What follows belongs to an exercise in optimizing a design on an open flow for small area, a short achievable clock period and few clock cycles per item; a production flow would make more cautious choices.

==> flow/design.v (excerpt) <==
module mlp_seq_accel (
  input  logic        clk,
  input  logic        reset,
  input  logic        start,
  output logic [9:0]  x_addr,
  input  logic [31:0] x_data,
  output logic [19:0] w_addr,
  input  logic [31:0] w_data,
  output logic        rd_en,
  output logic        busy,
  output logic        done,
  output logic [3:0]  predicted_digit,
  output logic [31:0] max_score
);
  localparam logic [3:0] S_IDLE = 4'd0, S_B2 = 4'd1, S_B1 = 4'd2, S_W1 = 4'd3,
                         S_W2 = 4'd4, S_FL = 4'd5, S_W2L = 4'd6, S_EVW = 4'd7,
                         S_EV = 4'd8;
  localparam logic [2:0] T_NONE = 3'd0, T_RFIRST = 3'd1, T_RADD = 3'd2,
                         T_CLR = 3'd3, T_ACC = 3'd4, T_FLUSH = 3'd5, T_EVAL = 3'd6;
  logic [3:0]  st_q, st_n;
  logic [3:0]  k_q, k_n;
  logic [6:0]  h_q, h_n;
  logic [6:0]  g_q, g_n;
  logic [9:0]  i_q, i_n;
  logic [16:0] wp_q, wp_n;
  logic [3:0]  po_q, po_n;
  logic [3:0]  hs_q;
  logic        busy_q, done_q, go_q;
  logic [9:0]  xa_q, xa_n;
  logic [19:0] wa_q, wa_n;
  logic        rd_q, rd_n;
  ...
clock: 13.0 ns
lec_check: 0
cap_margin: 20
core_margin: 2
core_utilization: 45
slew_margin: 20
standard.sh (not shown) runs the stock make flow with config.mk's settings and CLKGATE_MAP_FILE= SYNTH_SCRIPT=/design/flow/synth_recipe.tcl, a recipe that flattens the netlist after the stock synthesis.
==> flow/flow/run.sh <==
#!/bin/bash
set -uo pipefail
bash standard.sh SETUP_SLACK_MARGIN=9.0 \
  "CTS_ARGS=-sink_clustering_enable -repair_clock_nets -dont_use_dummy_load -sink_clustering_size 24 -sink_clustering_max_diameter 100" \
  finish > flow_make.log 2>&1
==> next run, changes <==
--- a/flow/design.v
+++ b/flow/design.v
@@ -90,15 +90,15 @@
       default: st_n = S_IDLE;
     endcase
   end
   assign w2row = 13'd785 + {9'd0, po_n};
   always_comb begin
     rd_n   = 1'b0;
     tag0_n = T_NONE;
-    xa_n   = i_n;
+    xa_n   = (st_n == S_W1) ? i_n + 10'd1 : 10'd0;
     wa_n   = {3'd0, wp_n};
     case (st_n)
       S_B2:  begin rd_n = 1'b1; tag0_n = T_RFIRST; wa_n = {16'h18D8, po_n}; end
       S_B1:  begin rd_n = 1'b1; tag0_n = T_CLR;    wa_n = {13'd784, h_n}; end
       S_W1:  begin rd_n = 1'b1; tag0_n = T_ACC; end
       S_W2, S_W2L: begin rd_n = 1'b1; tag0_n = T_RADD; wa_n = {w2row, g_n}; end
       S_FL:  tag0_n = (k_n == 4'd0) ? T_FLUSH : T_NONE;
@@ -142,28 +142,29 @@
     h_q  <= h_n;
     g_q  <= g_n;
     i_q  <= i_n;
     wp_q <= wp_n;
     xa_q <= xa_n;
     wa_q <= wa_n;
   end
-  logic [31:0] a_q, am;
+  logic [31:0] xp_q, a_q, am;
   logic [33:0] a3_q;
   logic [10:0] bs1_q, bs2_q, bs3_q, bs4_q, bneg_q;
   logic [30:0] act_q;
   logic [33:0] wx;
   assign wx = {w_data[31], w_data, 1'b0};
   always_comb begin
     case (tag1_q)
-      T_ACC:   am = x_data;
+      T_ACC:   am = xp_q;
       T_RADD:  am = {1'b0, act_q};
       default: am = 32'h0100_0000;
     endcase
   end
   always_ff @(posedge clk) begin
+    xp_q <= x_data;
     a_q  <= am;
     a3_q <= {{2{am[31]}}, am} + {am[31], am, 1'b0};
     for (int j = 0; j < 11; j++) begin
       bneg_q[j] <= wx[3*j+3];
       case (wx[3*j+3 -: 4])
         4'b0001, 4'b0010, 4'b1101, 4'b1110: {bs4_q[j], bs3_q[j], bs2_q[j], bs1_q[j]} <= 4'b0001;
         4'b0011, 4'b0100, 4'b1011, 4'b1100: {bs4_q[j], bs3_q[j], bs2_q[j], bs1_q[j]} <= 4'b0010;
@@ -887,31 +888,40 @@
   logic [31:0] r_out, best_q;
   logic [3:0]  bidx_q;
   logic [3:0]  pred_q;
   logic [31:0] score_q;
   logic        take;
   logic        sp_q, sn_q;    
   logic [30:0] act_n;
+  logic        co_lo, cya_q, cyr_q;
+  logic [71:0] acc_res;
   always_comb begin
     xin = ({72{f_radd_q}} & {ring_q[0][70], ring_q[0]}) | ({72{f_acc_q}} & acc_q);
     t3  = xin ^ s_q ^ c_q;
     c3  = {(xin[70:0] & s_q[70:0]) | (xin[70:0] & c_q[70:0]) | (s_q[70:0] & c_q[70:0]), 1'b0};
-    sum = t3 + c3;
-    if (acc_q[71])          act_n = '0;
-    else if (|acc_q[70:55]) act_n = 31'h7FFF_FFFF;
-    else                    act_n = acc_q[54:24];
+    {co_lo, sum[35:0]} = {1'b0, t3[35:0]} + {1'b0, c3[35:0]};
+    sum[71:36] = t3[71:36] + c3[71:36] + {35'd0, f_acc_q & cya_q};
+    acc_res = {acc_q[71:36] + {35'd0, cya_q}, acc_q[35:0]};
+    if (acc_res[71])          act_n = '0;
+    else if (|acc_res[70:55]) act_n = 31'h7FFF_FFFF;
+    else                      act_n = acc_res[54:24];
     if (sn_q)      r_out = 32'h8000_0000;
     else if (sp_q) r_out = 32'h7FFF_FFFF;
     else           r_out = ring_q[0][55:24];
     take = (hs_q == 4'd0) || ($signed(r_out) > $signed(best_q));
   end
   always_ff @(posedge clk) begin
-    if (f_accen_q) acc_q <= sum;
+    if (f_accen_q) begin
+      acc_q <= sum;
+      cya_q <= co_lo;
+    end
+    cyr_q <= f_ringwr_q & co_lo;
     if (f_act_q) act_q <= act_n;
-    for (int r = 0; r < 9; r++) ring_q[r] <= ring_q[r+1];
+    for (int r = 0; r < 8; r++) ring_q[r] <= ring_q[r+1];
+    ring_q[8] <= {ring_q[9][70:36] + {34'd0, cyr_q}, ring_q[9][35:0]};
     sn_q <= ring_q[1][70] && !(&ring_q[1][69:55]);
     sp_q <= !ring_q[1][70] && (|ring_q[1][69:55]);
     ring_q[9] <= f_ringwr_q ? sum[70:0] : ring_q[0];
     if (f_eval_q && take) begin
       best_q <= r_out;
       bidx_q <= hs_q;
     end
What happened: The new run went through all stages and came out clean. Worst setup slack gets better by 0.44 ns. Fmax went up by 11%. Final area came out lower by 2.5%. Die area rose by 3.5%. Non-clock buffer count came out lower by 156. Global-route usage decreases by 2.2 points. Routed wire length falls by 5.0%.
No run of this note included a check of the RTL's function; only the layout flow was run.

-- re-timing with driven ports --
The flow's constraints put no driver on any port. The routed layouts listed below were extracted and timed again, unchanged, in two steps.
Step 1 assumes that a clkbuf_16 drives the clock port and a buf_2 every other input.
Step 2 adds t to the input delays and takes it off the output delays; t is the mean of the earliest and latest rising clock arrival at the registers after step 1. Input paths then give back, and output paths get back, about the clock's delay inside the block.
Slacks: ideal ports / drivers / drivers and shift; pairs: ideal ports / drivers.
run | shift t [ns] | setup slack, ns | worst setup path after step 2
the first run | 0.719 | 8.424 / 8.459 / 7.740 | input to register
the second run | 0.742 | 8.867 / 8.867 / 8.867 | register to register
After both steps setup and hold are still met in every run listed. For the first run, which loses most, drivers alone change the setup slack by +0.035 ns; drivers and shift together by -0.684 ns.
